From an optimization exercise on the open Yosys and OpenROAD flow, aimed at small area, a short achievable clock period and few clock cycles; shortcuts taken in it are not production practice.
In this exercise RTL edits were held to simulation tests only and were not proved equivalent to the original.
Power figures rest on the tool's default switching activity, not on a simulated workload.

--- flow/config.mk ---
export PLATFORM = sky130hd
export DESIGN_NAME = sorted_distinct_union
export DESIGN_NICKNAME = sorted_distinct_union
export VERILOG_FILES = /design/flow/design.v
export SDC_FILE = /design/flow/constraint.sdc
export NUM_CORES = 4
export LEC_CHECK = 0
export ABC_CLOCK_PERIOD_IN_PS = 3500
export CAP_MARGIN = 20
export CORE_MARGIN = 2
export CORE_UTILIZATION = 30
export PLACE_DENSITY = 0.42
export SETUP_SLACK_MARGIN = 4.5
export SLEW_MARGIN = 20
--- flow/constraint.sdc ---
create_clock -name core_clock -period 8.0 [get_ports {i_clk}]
set_input_delay 1.6000 -clock core_clock [delete_from_list [all_inputs] [get_ports {i_clk}]]
set_output_delay 1.6000 -clock core_clock [all_outputs]
set_load 0.01 [all_outputs]
--- flow/design.v ---
package sdu_pkg;
    localparam int CAPACITY = 64;
    localparam int DATA_W   = 32;
endpackage
module sdu_cell (
    input  logic        i_clk,
    input  logic        i_rst_n,
    input  logic        i_ins,      
    input  logic        i_drop,     
    input  logic        i_pop,      
    input  logic        i_adv,      
    input  logic        i_ylast,    
    input  logic        i_vld,      
    input  logic        i_open,     
    input  logic [31:0] i_y,        
    input  logic [33:0] i_new,      
    input  logic        i_cmp_new,  
    input  logic [33:0] i_l_slot,
    input  logic        i_l_cmp,
    input  logic        i_l_lt,     
    input  logic [33:0] i_r_slot,
    input  logic        i_r_cmp,
    input  logic        i_r_lt,     
    output logic [33:0] o_slot,
    output logic        o_cmp,
    output logic        o_lt,
    output logic        o_eq        
);
    logic        r_tag;
    logic        r_ovf;
    logic [31:0] r_val;
    logic        r_lt;
    logic [33:0] slot;
    logic        c_lt;
    assign slot   = {r_tag, r_ovf, r_val};
    assign o_slot = slot;
    assign o_lt   = r_lt;
    assign c_lt  = !i_vld | (!i_ylast & i_open & ($signed(r_val) > $signed(i_y)));
    assign o_eq  = i_open & (i_y == r_val);
    assign o_cmp = c_lt;
    logic [1:0]  sel;
    always_comb begin
        if (i_ins) begin
            if (i_pop)
                sel = r_lt ? 2'd0 : (i_r_lt ? 2'd3 : 2'd2);
            else
                sel = i_l_lt ? 2'd1 : (r_lt ? 2'd3 : 2'd0);
        end else begin
            sel = i_pop ? 2'd2 : 2'd0;
        end
    end
    logic [33:0] n_slot;
    logic        n_cmp;
    always_comb begin
        case (sel)
            2'd0:    begin n_slot = slot;     n_cmp = o_cmp;     end
            2'd1:    begin n_slot = i_l_slot; n_cmp = i_l_cmp;   end
            2'd2:    begin n_slot = i_r_slot; n_cmp = i_r_cmp;   end
            default: begin n_slot = i_new;    n_cmp = i_cmp_new; end
        endcase
    end
    always_ff @(posedge i_clk) begin
        r_tag <= n_slot[33];
        r_ovf <= n_slot[32] | i_drop;
        r_val <= n_slot[31:0];
        if (i_adv) begin
            r_lt <= n_cmp;
        end
    end
endmodule
module sorted_distinct_union (
    input  logic        i_clk,
    input  logic        i_rst_n,
    input  logic        s_axis_tvalid,
    output logic        s_axis_tready,
    input  logic [31:0] s_axis_tdata,    
    input  logic        s_axis_tlast,    
    output logic        m_axis_tvalid,
    input  logic        m_axis_tready,
    output logic [31:0] m_axis_tdata,    
    output logic        m_axis_tlast,    
    output logic [0:0]  m_axis_tuser     
);
    localparam int CAP = sdu_pkg::CAPACITY;
    logic        r_y_vld;
    logic        r_y_last;
    logic [31:0] r_y_val;
    logic [31:0] r_y_inv;      
    logic        r_x_vld;
    logic        r_x_last;
    logic [31:0] r_x_val;
    logic [6:0]  r_cnt;
    logic        r_full;
    logic [7:0]  r_eqg;
    logic        r_eqn;
    logic        r_clr;
    logic        r_tag;
    logic        r_a_vld;
    logic [33:0] r_a;
    logic        r_b_vld;
    logic [33:0] r_b;
    logic [CAP+1:0][33:0] slot;    
    logic [CAP+1:0]       cmp;
    logic [CAP+1:0]       lt;
    logic [CAP-1:0]       eq;
    logic [CAP:0]         vld;     
    logic [CAP-1:0]       opn;     
    logic [6:0]           r_nvld;     
    logic [6:0]           r_ncl;      
    logic [6:0]           nvld_next;
    logic hold, adv, any_eq, ins, drop, pop, close;
    logic r_pop, r_hold, r_tready;
    logic y_vld_n, x_vld_n, full_n, b_vld_n, pop_n, hold_n;
    logic [6:0] ncl_n;
    logic [7:0] eqg;
    logic [33:0] new_slot;
    logic        cmp_new;
    logic        eq_new;
    logic [33:0] d_out;
    logic        a_load;
    assign slot[0]     = '0;
    assign cmp[0]      = 1'b0;
    assign lt[0]       = 1'b0;
    assign slot[CAP+1] = '0;
    assign cmp[CAP+1]  = 1'b1;
    assign lt[CAP+1]   = 1'b1;
    always_comb begin
        for (int k = 0; k <= CAP; k++) begin
            vld[k] = 7'(k) < r_nvld;
        end
        for (int k = 0; k < CAP; k++) begin
            opn[k] = vld[k] & (7'(k) >= r_ncl);
        end
    end
    assign pop   = r_pop;      
    assign hold  = r_hold;     
    assign adv   = !hold;
    assign ins   = r_x_vld & !hold & !r_full & !any_eq;
    assign drop  = r_x_vld & r_full & !any_eq;
    assign close = r_x_vld & !hold & r_x_last;
    assign new_slot = {r_tag, 1'b0, r_x_val};
    assign cmp_new  = !r_x_last & ($signed(r_x_val) > $signed(r_y_val));
    assign eq_new   = r_y_val == r_x_val;
    assign any_eq   = !r_clr & ((|r_eqg) | r_eqn);
    always_comb begin
        for (int g = 0; g < 8; g++) begin
            eqg[g] = |eq[8*g +: 8];
        end
    end
    genvar gi;
    generate
        for (gi = 0; gi < CAP; gi++) begin : g_cell
            sdu_cell u_cell (
                .i_clk     (i_clk),
                .i_rst_n   (i_rst_n),
                .i_ins     (ins),
                .i_drop    (drop),
                .i_pop     (pop),
                .i_adv     (adv),
                .i_ylast   (r_x_vld & r_x_last),
                .i_vld     (vld[gi]),
                .i_open    (opn[gi]),
                .i_y       (gi < CAP / 2 ? r_y_val : ~r_y_inv),
                .i_new     (new_slot),
                .i_cmp_new (cmp_new),
                .i_l_slot  (slot[gi]),
                .i_l_cmp   (cmp[gi]),
                .i_l_lt    (lt[gi]),
                .i_r_slot  (slot[gi+2]),
                .i_r_cmp   (cmp[gi+2]),
                .i_r_lt    (lt[gi+2]),
                .o_slot    (slot[gi+1]),
                .o_cmp     (cmp[gi+1]),
                .o_lt      (lt[gi+1]),
                .o_eq      (eq[gi])
            );
        end
    endgenerate
    assign s_axis_tready = r_tready;    
    assign nvld_next     = r_nvld + 7'(ins) - 7'(pop);
    always_ff @(posedge i_clk) begin
        if (!i_rst_n) begin
            r_y_vld <= 1'b0;
            r_x_vld <= 1'b0;
            r_cnt   <= '0;
            r_full  <= 1'b0;
            r_tag   <= 1'b0;
            r_nvld  <= '0;
            r_ncl   <= '0;
            r_pop   <= 1'b0;
            r_hold  <= 1'b0;
            r_tready <= 1'b1;
        end else begin
            r_nvld <= nvld_next;
            r_ncl  <= ncl_n;
            if (s_axis_tready) begin
                r_y_vld <= s_axis_tvalid;
            end
            if (adv) begin
                r_x_vld  <= r_y_vld;
            end
            r_pop    <= pop_n;
            r_hold   <= hold_n;
            r_tready <= !(y_vld_n & hold_n);
            if (close) begin
                r_cnt  <= '0;
                r_full <= 1'b0;
                r_tag  <= !r_tag;
            end else if (ins) begin
                r_cnt  <= r_cnt + 7'd1;
                r_full <= (r_cnt == 7'(CAP - 1));
            end
        end
    end
    always_ff @(posedge i_clk) begin
        if (s_axis_tready) begin
            r_y_val  <= s_axis_tdata;
            r_y_inv  <= ~s_axis_tdata;
            r_y_last <= s_axis_tlast;
        end
        if (adv) begin
            r_eqg    <= eqg;
            r_eqn    <= eq_new & ins;
            r_clr    <= r_x_vld & r_x_last;
            r_x_val  <= r_y_val;
            r_x_last <= r_y_last;
        end
    end
    assign ncl_n   = close ? nvld_next : (pop ? r_ncl - 7'd1 : r_ncl);
    assign y_vld_n = s_axis_tready ? s_axis_tvalid : r_y_vld;
    assign x_vld_n = adv ? r_y_vld : r_x_vld;
    assign full_n  = !close & (r_full | (ins & (r_cnt == 7'(CAP - 1))));
    assign b_vld_n = a_load ? 1'b0 : (pop | r_b_vld);
    assign pop_n   = (close | (pop ? (r_ncl != 7'd1) : (r_ncl != 7'd0))) & !b_vld_n;
    assign hold_n  = x_vld_n & !full_n & !pop_n
                   & ((vld[CAP-1] & (ins == pop)) | ((r_nvld == 7'(CAP - 1)) & ins & !pop));
    assign d_out  = {slot[1][31:0], !vld[1] | (slot[2][33] != slot[1][33]), slot[1][32]};
    assign a_load = !r_a_vld | m_axis_tready;
    always_ff @(posedge i_clk) begin
        if (!i_rst_n) begin
            r_a_vld <= 1'b0;
            r_b_vld <= 1'b0;
        end else begin
            if (a_load) begin
                r_a_vld <= r_b_vld | pop;
                r_b_vld <= 1'b0;
            end else if (pop) begin
                r_b_vld <= 1'b1;
            end
        end
    end
    always_ff @(posedge i_clk) begin
        if (a_load) begin
            r_a <= r_b_vld ? r_b : d_out;
        end else if (pop) begin
            r_b <= d_out;
        end
    end
    assign m_axis_tvalid = r_a_vld;
    assign m_axis_tdata  = r_a[33:2];
    assign m_axis_tlast  = r_a[1];
    assign m_axis_tuser  = r_a[0];
endmodule
--- flow/run.sh ---
#!/bin/bash
# synth_recipe.tcl (not shown) runs the flow's synth.tcl, then flattens the netlist and writes it again
# the make line also repeats each setting of config.mk as NAME=value (left out here)
make -C /OpenROAD-flow-scripts/flow DESIGN_CONFIG=/design/flow/config.mk WORK_HOME=/design/flow/orfs CLKGATE_MAP_FILE= SYNTH_SCRIPT=/design/flow/synth_recipe.tcl finish
==> impl_results.md, run 1 <==
- Post-route antenna net violation count: 0
- Clock insertion delay at the later pin of the skew report: just over 1000 ps
- Highest ir drop seen on vdd: 210 uV
- Outcome: timing/DRC/antenna clean
- Per-cell via count in the routed design: 6.14
- Final-report max-slew violation count: 0
- Clock Pin Slew Worst Setup and Hold Paths: 60 ps
- Cell family with the largest share of critical-path delay: simple AND/OR/NAND/NOR gates
- Detailed router's first-iteration violation count: ~23000
- Dpl hpwl: 586000 um
- Vert. Die Dim: 752 um
- Switching component of the power: 40100 uW
- Final RePlAce weighted congestion: about 0.93
- Average routed wire per standard cell: 36.9 um
- Largest fanout on the critical path: 14
- Floorplan core area: approximately 560000 sq um
- Syn nets: 18100
- Average cell area after synthesis: between 10 and 15 sq um
- Ranking of synthesized cells by area: sky130_fd_sc_hd__edfxtp_1 (42%), sky130_fd_sc_hd__ha_1 (16%), sky130_fd_sc_hd__mux2i_1 (8.5%)
- Comb power frac: 0.433
- Filler-free cell count of the finished design: around 24000
- Cell count after synthesis: 16000
- Clock sink total: 2446
- Crit-path max cell delay: roughly 1000 ps
- Clock network power share: 0.173
- Top-level port count: 73
- Max_slew headroom: 0.145
- Standby leakage power: 0.0860 uW
- Flop and latch count out of synthesis: between 2000 and 2500
- Total length of routed met2 wires: 372000 um
- CP cell instances: nand2_1, nor3_1, nand2_1, nand2_1, o22ai_1, a31oi_1, a21oi_1
- Reg power frac: 0.394
- Count of synthesis-stage warnings from yosys: 2
- IO Port Bufs: 72
- Switching Fraction: 0.469
- Final setup violation count: 0
- Critical Path Sink Type: register
- Initial core utilization: 0.301
- Final WL: just under 900000 um
- Maximum root-to-sink buffer count: 4
- Shortest period the worst path allows: 3620 ps
- Combined area of all synthesized cells: about 170000 sq um
- Critical path arrival: 4360 ps
- Post-route worst setup slack: ~4400 ps
- Routed metal-1 wirelength: 370000 um
- GRT overflow: 0
- Path type of the worst setup path: register to register
- Maximum number of pins on one net before global-route repair: ~110
- Library cell occupying the most area in the post-synthesis netlist: sky130_fd_sc_hd__edfxtp_1
- Global-route wire length before repair: 1170000 um
- Detailed-routed wire length on met3: 92000 um
- Clock tree from TritonCTS: yes
- Total Negative Setup Slacks: 0 ps
- Residual DRC count: 0
- Number of different library cells in the post-synthesis netlist: 100
- Kind of start point of the critical path: register
- Slew at the pin with the worst max-slew slack: between 1000 and 1500 ps
- Global-route total usage across every layer: 0.290
- Number of antenna violations at the first check in global routing: 55
- Clock skew after layout: approximately 45 ps
- Number of max-capacitance violations reported: 0
- Die area: 566000 sq um
- Placement row count: 274
- Fmax achieved: between 200 and 300 MHz
- Required time of the worst setup path: 8740 ps
- Crit-path slowest cell: sky130_fd_sc_hd__nor3_1
- Final number of hold-violating endpoints: 0
- Top sig layer: met5
- Top flip-flop cell by instance count after synthesis: sky130_fd_sc_hd__edfxtp_1
- Number of flops mapped to enable cells by yosys: 2352
- Post-synthesis sequential area ratio: 0.432
- Worst hold-check path type: register to register
- Root Driver: sky130_fd_sc_hd__clkbuf_16
- Share of flip-flops with an asynchronous set or reset after synthesis: 0
- Number of vias after detailed routing: 146000
- Die Span X: 752 um
- Post-Place Cells: 22900
- Power density normalized to cell area: approximately 430 nW/um^2
- Cell repeated most along the worst path: sky130_fd_sc_hd__nand2_1
- Buf+Inv Stages, Crit Path: 0
- Post-cts hold buffer count: 0
- Part of the cycle the worst path needs: 0.453
- Internal power contribution: approximately 45000 uW
- Fraction of final layout cells with drive strength greater than 1: 0.120
- Layout filler cell count: 56300
- Post-synth top area share: 0.420
- Count of nets after finishing: 18300
- CTS buffer count: 314
- Layout Area Growth over Synthesis: 17.3%
- Iteration count of the initial detailed-routing pass: 14
- Vias in the first global route: 138000
- Setup repair after global routing missed its margin: true
- H-tree lvl count: 5
- Post-placement worst setup slack: about 2900 ps
## worst reg2reg max path, cell delays in order, from the launching register on
cell	delay, ps
sky130_fd_sc_hd__dfxtp_1	720
sky130_fd_sc_hd__nand2_1	660
sky130_fd_sc_hd__nor3_1	1010
sky130_fd_sc_hd__nand2_1	250
sky130_fd_sc_hd__nand2_1	150
sky130_fd_sc_hd__o22ai_1	80
sky130_fd_sc_hd__a31oi_1	330
sky130_fd_sc_hd__a21oi_1	150
## cell usage in the layout, fill, tap and decap left out, drive strengths merged, types with 35 or more instances in the layout
cell / synthesis / final
a221oi: 60 / 60
inv: 957 / 935
a22o: 69 / 69
xnor2: 43 / 43
edfxtp: 2352 / 2352
mux2i: 1421 / 1422
a21oi: 749 / 749
dfxtp: 94 / 94
clkdlybuf4s50: 0 / 36
nor2b: 107 / 107
o21ai: 1771 / 1773
o22ai: 39 / 39
a31oi: 88 / 89
nor2: 402 / 420
nand4: 428 / 428
clkinv: 1 / 161
o311ai: 35 / 35
nor4: 77 / 77
nand2: 1831 / 1831
and3: 48 / 48
o211ai: 85 / 85
buf: 484 / 712
a21o: 542 / 542
nand3: 210 / 210
dlygate4sd2: 0 / 36
nor3: 113 / 113
a2111oi: 43 / 43
ha: 2101 / 2101
a211oi: 90 / 90
a222oi: 695 / 695
clkbuf: 507 / 411
mux2: 41 / 43
nand2b: 79 / 79
## cell families (layout without fill, tap and decap cells)
| kind of cell | Yosys count | count (layout) | share of synthesized area |
|---|---|---|---|
| AO/OA/AOI/OAI | 4471 | 4475 | 0.176 |
| XOR/XNOR | 67 | 67 | 0.00349 |
| adder cells (fa/ha/maj) | 2102 | 2102 | 0.157 |
| buffers and inverters | 1949 | 2346 | 0.0500 |
| flip-flops | 2446 | 2446 | 0.432 |
| multiplexers | 1462 | 1465 | 0.0874 |
| other | 0 | 26 | 0 |
| AND/OR/NAND/NOR | 3460 | 3479 | 0.0949 |
## power groups by stage
stage,clock [uW],sequential (uW),combinational (uW)
floorplan,0,26900,23100
global placement,0,33400,33000
detailed placement,0,33300,33400
CTS,15000,33100,34900
global route,15400,33700,40200
finish,14800,33700,37000
## flip-flops by register name, summed over array words and instances, names as in the netlist, 7 cells and up
name and cells:
r_x_val 32, r_a 34, r_y_val 32, r_ncl 7, r_eqg 8, r_cnt 7
r_y_inv 32, g_cell.u_cell.r_val 2048, r_nvld 7, g_cell.u_cell.r_ovf 64, r_b 34, g_cell.u_cell.r_lt 64
g_cell.u_cell.r_tag 64
## cells in the mapped netlist (48+ instances only)
cell                       instances
sky130_fd_sc_hd__a211oi_1         89
sky130_fd_sc_hd__a21o_1          542
sky130_fd_sc_hd__a21oi_1         738
sky130_fd_sc_hd__a221oi_1         60
sky130_fd_sc_hd__a222oi_1        695
sky130_fd_sc_hd__a22o_1           69
sky130_fd_sc_hd__a31oi_1          84
sky130_fd_sc_hd__and3_1           48
sky130_fd_sc_hd__buf_1            48
sky130_fd_sc_hd__buf_2           301
sky130_fd_sc_hd__buf_4            82
sky130_fd_sc_hd__buf_6            52
sky130_fd_sc_hd__clkbuf_1        506
sky130_fd_sc_hd__dfxtp_1          94
sky130_fd_sc_hd__edfxtp_1       2352
sky130_fd_sc_hd__ha_1           2101
sky130_fd_sc_hd__inv_1           956
sky130_fd_sc_hd__mux2i_1        1420
sky130_fd_sc_hd__nand2_1        1830
sky130_fd_sc_hd__nand2b_1         79
sky130_fd_sc_hd__nand3_1         210
sky130_fd_sc_hd__nand4_1         428
sky130_fd_sc_hd__nor2_1          379
sky130_fd_sc_hd__nor2b_1         106
sky130_fd_sc_hd__nor3_1          105
sky130_fd_sc_hd__nor4_1           76
sky130_fd_sc_hd__o211ai_1         85
sky130_fd_sc_hd__o21ai_0        1382
sky130_fd_sc_hd__o21ai_1         363
## repair_timing
item                                     CTS  global route
endpoints found under the setup margin  4394          1176
pin swaps                                 61           187
setup buffers                            103           169
cloned                                    32            28
resized for setup                        613           504
## area by class of cell
class,instances,area (sq um),share of cell area
timing repair buffer,813,9240,0.0469
sequential,2446,72500,0.368
clock inverter,180,1660,0.00844
timing repair inverter,3,28.8,0.000146
multi-input combinational,11600,91900,0.466
inverter,958,3960,0.0201
tap,7452,9320,0.0473
antenna,26,65.1,0.000330
clock buffer,392,8380,0.0425
## through the flow
step / utilization / hold WS [ps] / cell area [sq um] / total power (uW)
after global placement: 0.320 / 436 / 178000 / 66400
after floorplan: - / 400 / 168000 / 49900
final: 0.354 / 419 / 197000 / 85500
after CTS: 0.345 / 422 / 192000 / 83000
after global routing: 0.353 / 428 / 197000 / 89300
after detailed placement: 0.320 / 408 / 178000 / 66800
## path summary, 6_finish.rpt
kind                  from  cells past startpoint        to  slack (ps)
setup reg to reg  r_ncl[2]                      7  r_eqg[3]        4380
hold reg to reg   r_y_last                      0  r_x_last         420
hold / removal    r_y_last                      0  r_x_last         420
setup / recovery  r_ncl[2]                      7  r_eqg[3]        4380
## per-layer routing
metal,vias up,track usage
li1,62100,-
met1,74500,0.404
met2,8223,0.433
met3,1590,0.0629
met4,23,0.125
met5,-,0.00194
Testbench counts, summed over its fixed seeds: cycles 8,025.
==> run 2, diff against run 1 <==
--- a/flow/design.v
+++ b/flow/design.v
@@ -6,62 +6,67 @@
     input  logic        i_clk,
     input  logic        i_rst_n,
     input  logic        i_ins,      
-    input  logic        i_drop,     
     input  logic        i_pop,      
     input  logic        i_adv,      
     input  logic        i_ylast,    
     input  logic        i_vld,      
     input  logic        i_open,     
     input  logic [31:0] i_y,        
-    input  logic [33:0] i_new,      
+    input  logic [32:0] i_new,      
     input  logic        i_cmp_new,  
-    input  logic [33:0] i_l_slot,
+    input  logic [32:0] i_l_slot,
     input  logic        i_l_cmp,
     input  logic        i_l_lt,     
-    input  logic [33:0] i_r_slot,
+    input  logic [32:0] i_r_slot,
     input  logic        i_r_cmp,
     input  logic        i_r_lt,     
-    output logic [33:0] o_slot,
+    output logic [32:0] o_slot,
     output logic        o_cmp,
     output logic        o_lt,
     output logic        o_eq        
 );
     logic        r_tag;
-    logic        r_ovf;
     logic [31:0] r_val;
     logic        r_lt;
-    logic [33:0] slot;
+    logic [32:0] slot;
     logic        c_lt;
-    assign slot   = {r_tag, r_ovf, r_val};
+    assign slot   = {r_tag, r_val};
     assign o_slot = slot;
     assign o_lt   = r_lt;
     assign c_lt  = !i_vld | (!i_ylast & i_open & ($signed(r_val) > $signed(i_y)));
     assign o_eq  = i_open & (i_y == r_val);
     assign o_cmp = c_lt;
-    logic [1:0]  sel;
+    logic s_keep, s_left, s_right, s_new;
     always_comb begin
+        s_keep  = 1'b0;
+        s_left  = 1'b0;
+        s_right = 1'b0;
+        s_new   = 1'b0;
         if (i_ins) begin
-            if (i_pop)
-                sel = r_lt ? 2'd0 : (i_r_lt ? 2'd3 : 2'd2);
-            else
-                sel = i_l_lt ? 2'd1 : (r_lt ? 2'd3 : 2'd0);
+            if (i_pop) begin
+                s_keep  = r_lt;
+                s_new   = !r_lt & i_r_lt;
+                s_right = !r_lt & !i_r_lt;
+            end else begin
+                s_left  = i_l_lt;
+                s_new   = !i_l_lt & r_lt;
+                s_keep  = !i_l_lt & !r_lt;
+            end
         end else begin
-            sel = i_pop ? 2'd2 : 2'd0;
-        end
-    end
-    logic [33:0] n_slot;
+            s_right = i_pop;
+            s_keep  = !i_pop;
+        end
+    end
+    logic [32:0] n_slot;
     logic        n_cmp;
-    always_comb begin
-        case (sel)
-            2'd0:    begin n_slot = slot;     n_cmp = o_cmp;     end
-            2'd1:    begin n_slot = i_l_slot; n_cmp = i_l_cmp;   end
-            2'd2:    begin n_slot = i_r_slot; n_cmp = i_r_cmp;   end
-            default: begin n_slot = i_new;    n_cmp = i_cmp_new; end
-        endcase
-    end
-    always_ff @(posedge i_clk) begin
-        r_tag <= n_slot[33];
-        r_ovf <= n_slot[32] | i_drop;
+    assign n_slot = ({33{s_keep}}  & slot)
+                  | ({33{s_left}}  & i_l_slot)
+                  | ({33{s_right}} & i_r_slot)
+                  | ({33{s_new}}   & i_new);
+    assign n_cmp  = (s_keep & o_cmp) | (s_left & i_l_cmp)
+                  | (s_right & i_r_cmp) | (s_new & i_cmp_new);
+    always_ff @(posedge i_clk) begin
+        r_tag <= n_slot[32];
         r_val <= n_slot[31:0];
         if (i_adv) begin
             r_lt <= n_cmp;
@@ -85,7 +90,6 @@
     logic        r_y_vld;
     logic        r_y_last;
     logic [31:0] r_y_val;
-    logic [31:0] r_y_inv;      
     logic        r_x_vld;
     logic        r_x_last;
     logic [31:0] r_x_val;
@@ -99,7 +103,7 @@
     logic [33:0] r_a;
     logic        r_b_vld;
     logic [33:0] r_b;
-    logic [CAP+1:0][33:0] slot;    
+    logic [CAP+1:0][32:0] slot;    
     logic [CAP+1:0]       cmp;
     logic [CAP+1:0]       lt;
     logic [CAP-1:0]       eq;
@@ -113,7 +117,8 @@
     logic y_vld_n, x_vld_n, full_n, b_vld_n, pop_n, hold_n;
     logic [6:0] ncl_n;
     logic [7:0] eqg;
-    logic [33:0] new_slot;
+    logic [32:0] new_slot;
+    logic [6:0]  r_ovf_left;    
     logic        cmp_new;
     logic        eq_new;
     logic [33:0] d_out;
@@ -138,7 +143,7 @@
     assign ins   = r_x_vld & !hold & !r_full & !any_eq;
     assign drop  = r_x_vld & r_full & !any_eq;
     assign close = r_x_vld & !hold & r_x_last;
-    assign new_slot = {r_tag, 1'b0, r_x_val};
+    assign new_slot = {r_tag, r_x_val};
     assign cmp_new  = !r_x_last & ($signed(r_x_val) > $signed(r_y_val));
     assign eq_new   = r_y_val == r_x_val;
     assign any_eq   = !r_clr & ((|r_eqg) | r_eqn);
@@ -154,13 +159,12 @@
                 .i_clk     (i_clk),
                 .i_rst_n   (i_rst_n),
                 .i_ins     (ins),
-                .i_drop    (drop),
                 .i_pop     (pop),
                 .i_adv     (adv),
                 .i_ylast   (r_x_vld & r_x_last),
                 .i_vld     (vld[gi]),
                 .i_open    (opn[gi]),
-                .i_y       (gi < CAP / 2 ? r_y_val : ~r_y_inv),
+                .i_y       (r_y_val),
                 .i_new     (new_slot),
                 .i_cmp_new (cmp_new),
                 .i_l_slot  (slot[gi]),
@@ -188,6 +192,7 @@
             r_nvld  <= '0;
             r_ncl   <= '0;
             r_pop   <= 1'b0;
+            r_ovf_left <= '0;
             r_hold  <= 1'b0;
             r_tready <= 1'b1;
         end else begin
@@ -200,6 +205,11 @@
                 r_x_vld  <= r_y_vld;
             end
             r_pop    <= pop_n;
+            if (drop) begin
+                r_ovf_left <= 7'(CAP);
+            end else if (pop && r_ovf_left != 7'd0) begin
+                r_ovf_left <= r_ovf_left - 7'd1;
+            end
             r_hold   <= hold_n;
             r_tready <= !(y_vld_n & hold_n);
             if (close) begin
@@ -215,7 +225,6 @@
     always_ff @(posedge i_clk) begin
         if (s_axis_tready) begin
             r_y_val  <= s_axis_tdata;
-            r_y_inv  <= ~s_axis_tdata;
             r_y_last <= s_axis_tlast;
         end
         if (adv) begin
@@ -234,7 +243,7 @@
     assign pop_n   = (close | (pop ? (r_ncl != 7'd1) : (r_ncl != 7'd0))) & !b_vld_n;
     assign hold_n  = x_vld_n & !full_n & !pop_n
                    & ((vld[CAP-1] & (ins == pop)) | ((r_nvld == 7'(CAP - 1)) & ins & !pop));
-    assign d_out  = {slot[1][31:0], !vld[1] | (slot[2][33] != slot[1][33]), slot[1][32]};
+    assign d_out  = {slot[1][31:0], !vld[1] | (slot[2][32] != slot[1][32]), r_ovf_left != 7'd0};
     assign a_load = !r_a_vld | m_axis_tready;
     always_ff @(posedge i_clk) begin
         if (!i_rst_n) begin
==> run 2 against run 1 <==
Global-route usage up 0.90 points; design area is 12% lower; synthesized area down 13%; clock-buffer cell count rose by 66; critical path type unchanged.
==> impl_results.md, run 2 <==
- Clock tree from TritonCTS: yes
- Cell count after synthesis: 16900 (+5.9%)
- Count of nets after finishing: 19000 (+3.8%)
- Instance count along the most critical hold path: 2 (+2)
- Maximum root-to-sink buffer count: 4 (unchanged)
- Initial core utilization: 0.301 (about the same)
- Post-synthesis sequential area ratio: 0.337 (-0.0950)
- Global-route total usage across every layer: 0.299 (+0.00904)
- Setup repair after global routing missed its margin: true
- Detailed-routed wire length on met3: 71000 um (-23%)
- Outcome: timing/DRC/antenna clean
- Standby leakage power: 0.0765 uW (-11%)
- Number of flops mapped to enable cells by yosys: 208 (-91%)
- Syn nets: 19000 (+5.2%)
- Layout filler cell count: 49300 (-12%)
- Filler-free cell count of the finished design: 23500 (-1.3%)
- Leading cell type in the layout, fill and taps excluded: sky130_fd_sc_hd__nand2_1
- End of the worst hold path: g_cell[31].u_cell.r_tag
- Placement row count: 256 (-6.6%)
- Final-report max-slew violation count: 0 (unchanged)
- Global-route wire length before repair: 1090000 um (-6.8%)
- Root Driver: sky130_fd_sc_hd__clkbuf_16
- Floorplan core area: 486000 sq um (-13%)
- Shortest period the worst path allows: 3600 ps (-22.2 ps)
- Final WL: 795000 um (-9.6%)
- Final number of hold-violating endpoints: 0 (unchanged)
- Area used by sequential logic in the layout: 49300 sq um (-32%)
- H-tree lvl count: 5 (unchanged)
- Flop and latch count out of synthesis: 2357 (-3.6%)
- Most flop-heavy register: g_cell.u_cell.r_val
- Number of antenna violations at the first check in global routing: 45 (-18%)
- Post-route worst setup slack: 4400 ps (+22.2 ps)
- RR Startpoint: r_y_val[16]
- CTS buffer count: 313 (-0.32%)
- Origin of the worst min-delay path: g_cell[31].u_cell.r_tag
- Slew at the pin with the worst max-slew slack: 1270 ps (-12.1 ps)
- IO Port Bufs: 72 (unchanged)
- Dpl hpwl: 531000 um (-9.4%)
- Residual DRC count: 0 (unchanged)
- Max FFs per register: 2048 (unchanged)
- Fmax achieved: 278 MHz (+0.62%)
- Clock Pin Slew Worst Setup and Hold Paths: 60 ps (about the same)
- Per-cell via count in the routed design: 6.37 (+3.7%)
- Final setup violation count: 0 (unchanged)
- Path type of the worst setup path: register to register
- Total length of routed met2 wires: 347000 um (-6.7%)
- Top flop regs: g_cell.u_cell.r_val (2048), g_cell.u_cell.r_lt (64), g_cell.u_cell.r_tag (64)
- Post-route antenna net violation count: 0 (unchanged)
- Combined area of all synthesized cells: 146000 sq um (-13%)
- Worst reg2reg setup slack: 4400 ps (+20 ps)
- Average routed wire per standard cell: 33.8 um (-8.4%)
- Final RePlAce weighted congestion: 0.916 (-2.1%)
- Routed metal-1 wirelength: 333000 um (-10%)
- Die area: 493000 sq um (-13%)
- Largest fanout on the critical path: 13 (-1)
- Top flip-flop cell by instance count after synthesis: sky130_fd_sc_hd__dfxtp_1
- Count of synthesis-stage warnings from yosys: 2 (unchanged)
- Post-cts hold buffer count: 0 (unchanged)
- Number of max-capacitance violations reported: 0 (unchanged)
- Critical path arrival: 4390 ps (+30 ps)
- Post-placement worst setup slack: 2820 ps (-121 ps)
- Iteration count of the initial detailed-routing pass: 14 (unchanged)
- Clock sink total: 2357 (-3.6%)
- Top-level port count: 73 (unchanged)
- Clock insertion delay at the later pin of the skew report: 1050 ps (+30 ps)
- GRT overflow: 0 (unchanged)
- Top sig layer: met5
- Post-synth top area share: 0.294 (-0.126)
- Highest ir drop seen on vdd: 252 uV (+20%)
- Power density normalized to cell area: 395 nW/um^2 (-8.9%)
- Library cell occupying the most area in the post-synthesis netlist: sky130_fd_sc_hd__dfxtp_1
- Clock skew after layout: 95.3 ps (+50.1 ps)
- Share of flip-flops with an asynchronous set or reset after synthesis: 0 (unchanged)
- Detailed router's first-iteration violation count: 26800 (+17%)
- Vert. Die Dim: 702 um (-6.6%)
- Vias in the first global route: 138000 (+0.35%)
- Commonest cells post-synth: sky130_fd_sc_hd__nand2_1 (4749), sky130_fd_sc_hd__dfxtp_1 (2149), sky130_fd_sc_hd__a222oi_1 (2112)
- Post-Place Cells: 22600 (-1.3%)
- Die Span X: 702 um (-6.6%)
- Worst hold-check path type: register to register
- Total Negative Setup Slacks: 0 ps (unchanged)
- Fraction of final layout cells with drive strength greater than 1: 0.116 (-0.00485)
- Number of vias after detailed routing: 150000 (+2.3%)
- Average cell area after synthesis: 8.66 sq um (-18%)
- Ranking of synthesized cells by area: sky130_fd_sc_hd__dfxtp_1 (29%), sky130_fd_sc_hd__ha_1 (18%), sky130_fd_sc_hd__a222oi_1 (14%)
- Part of the cycle the worst path needs: 0.450 (-0.00277)
- Most frequent cells in the layout: sky130_fd_sc_hd__nand2_1 (4739), sky130_fd_sc_hd__dfxtp_1 (2137), sky130_fd_sc_hd__a222oi_1 (2112)
- Layout Area Growth over Synthesis: 18.2%
- Max_slew headroom: 0.150 (+0.00496)
- Required time of the worst setup path: 8790 ps (+50 ps)
- Worst reg2reg path depth: 13 (+6)
- Maximum number of pins on one net before global-route repair: 132 (+25%)
- Number of different library cells in the post-synthesis netlist: 96 (-4.0%)
- Most frequent cell after synthesis: sky130_fd_sc_hd__nand2_1
- Critical Path Sink Type: register
- Kind of start point of the critical path: register
- End of the worst register-to-register path: g_cell[16].u_cell.r_lt
- Area of combinational cells with multiple inputs: 95800 sq um (+4.2%)
## run 2: power by group
| part | total, uW | switching (uW) | internal [uW] |
|---|---|---|---|
| clock network | 15000 | 6250 | 8720 |
| logic | 29300 | 19200 | 10100 |
| registers | 24100 | 7550 | 16600 |
| total | 68400 | 33000 | 35400 |
## run 2: cell families after synthesis
family          share of synthesized area
compound gates                      0.238
buf+inv                            0.0430
xor+xnor                          0.00126
flops                               0.337
fa+ha+maj                           0.180
simple gates                        0.198
mux                               0.00283
## run 2: routing by layer
| layer | track usage | vias up |
|---|---|---|
| met5 | 0 | - |
| met3 | 0.0513 | 1545 |
| li1 | - | 66400 |
| met4 | 0.136 | 18 |
| met1 | 0.403 | 74100 |
| met2 | 0.467 | 7848 |
## run 2: final cells by class
type,instances,share of cell area
multi-input cells,13100,0.554
flip-flops and latches,2357,0.285
clock buffers,458,0.0543
well taps,6450,0.0467
repair buffers,699,0.0450
inverters,330,0.00806
clock inverters,105,0.00673
diodes,31,0.000449
repair inverters,3,0.000145
## run 2: worst max-delay path, stage by stage (launching register included)
cell and delay (ps):
sky130_fd_sc_hd__edfxtp_1 520, sky130_fd_sc_hd__clkinvlp_4 160, sky130_fd_sc_hd__buf_4 230, sky130_fd_sc_hd__buf_16 240, sky130_fd_sc_hd__buf_4 190, sky130_fd_sc_hd__ha_1 290
sky130_fd_sc_hd__nand4_1 220, sky130_fd_sc_hd__nor4_4 300, sky130_fd_sc_hd__nand2_1 150, sky130_fd_sc_hd__and3_1 240, sky130_fd_sc_hd__a31oi_1 160, sky130_fd_sc_hd__nand3_1 200
sky130_fd_sc_hd__a22o_1 250, sky130_fd_sc_hd__a211o_1 220
## run 2: worst max path at each step
stage	start	endpoint	slack, ps	depth (start not counted)
after floorplan	r_y_val[10]	g_cell[25].u_cell.r_lt	4230	10
after global placement	r_y_val[31]	g_cell[28].u_cell.r_lt	2930	12
after detailed placement	r_y_val[31]	g_cell[28].u_cell.r_lt	2820	12
after CTS	r_y_val[23]	g_cell[15].u_cell.r_lt	4320	10
after global routing	r_y_val[9]	g_cell[14].u_cell.r_lt	4340	12
final	r_y_val[16]	g_cell[16].u_cell.r_lt	4400	13
## run 2: through the flow
| step | utilization | instance area [sq um] | hold slack (ps) | power, uW |
|---|---|---|---|---|
| floorplan | - | 147000 | 400 | 38300 |
| global placement | 0.319 | 155000 | 460 | 50600 |
| detailed placement | 0.319 | 155000 | 463 | 50800 |
| CTS | 0.348 | 169000 | 471 | 66900 |
| global route | 0.356 | 173000 | 490 | 72000 |
| finish | 0.356 | 173000 | 473 | 68400 |
## run 2: what timing repair did
item / in CTS / in global routing
pin swaps: 73 / 150
gates resized for setup: 424 / 360
gates cloned: 41 / 24
buffers inserted: 117 / 123
setup endpoints to repair: 1812 / 240
Testbench counts of run 2, summed over its fixed seeds: cycles 8,025.

[separate check: timing with driven ports]
How much do the figures lean on ideal ports? The routed layouts below were timed once more, with nothing changed but the port constraints. Step 1 assumes that a clkbuf_16 drives the clock port and a buf_2 every other input. Step 2 also shifts input and output timing later by t, the mid clock arrival at the registers, as if the neighbouring blocks saw the same clock. Slacks: no drivers / after step 1 / after step 2; pairs: no drivers / after step 1.
| run | shift t [ns] | slack for setup (ns) | clock arrival spread, ns | cell pins on the clock port's net |
|---|---|---|---|---|
| run 1 | 1.137 | 4.379 / 4.379 / 4.028 | 0.053 / 0.053 | 1 |
| run 2 | 1.126 | 4.401 / 4.401 / 3.573 | 0.096 / 0.096 | 1 |
After both steps every run listed still meets setup and hold. The setup slack of run 2, which loses most, moves by 0.000 ns with the drivers and by -0.828 ns with both steps.
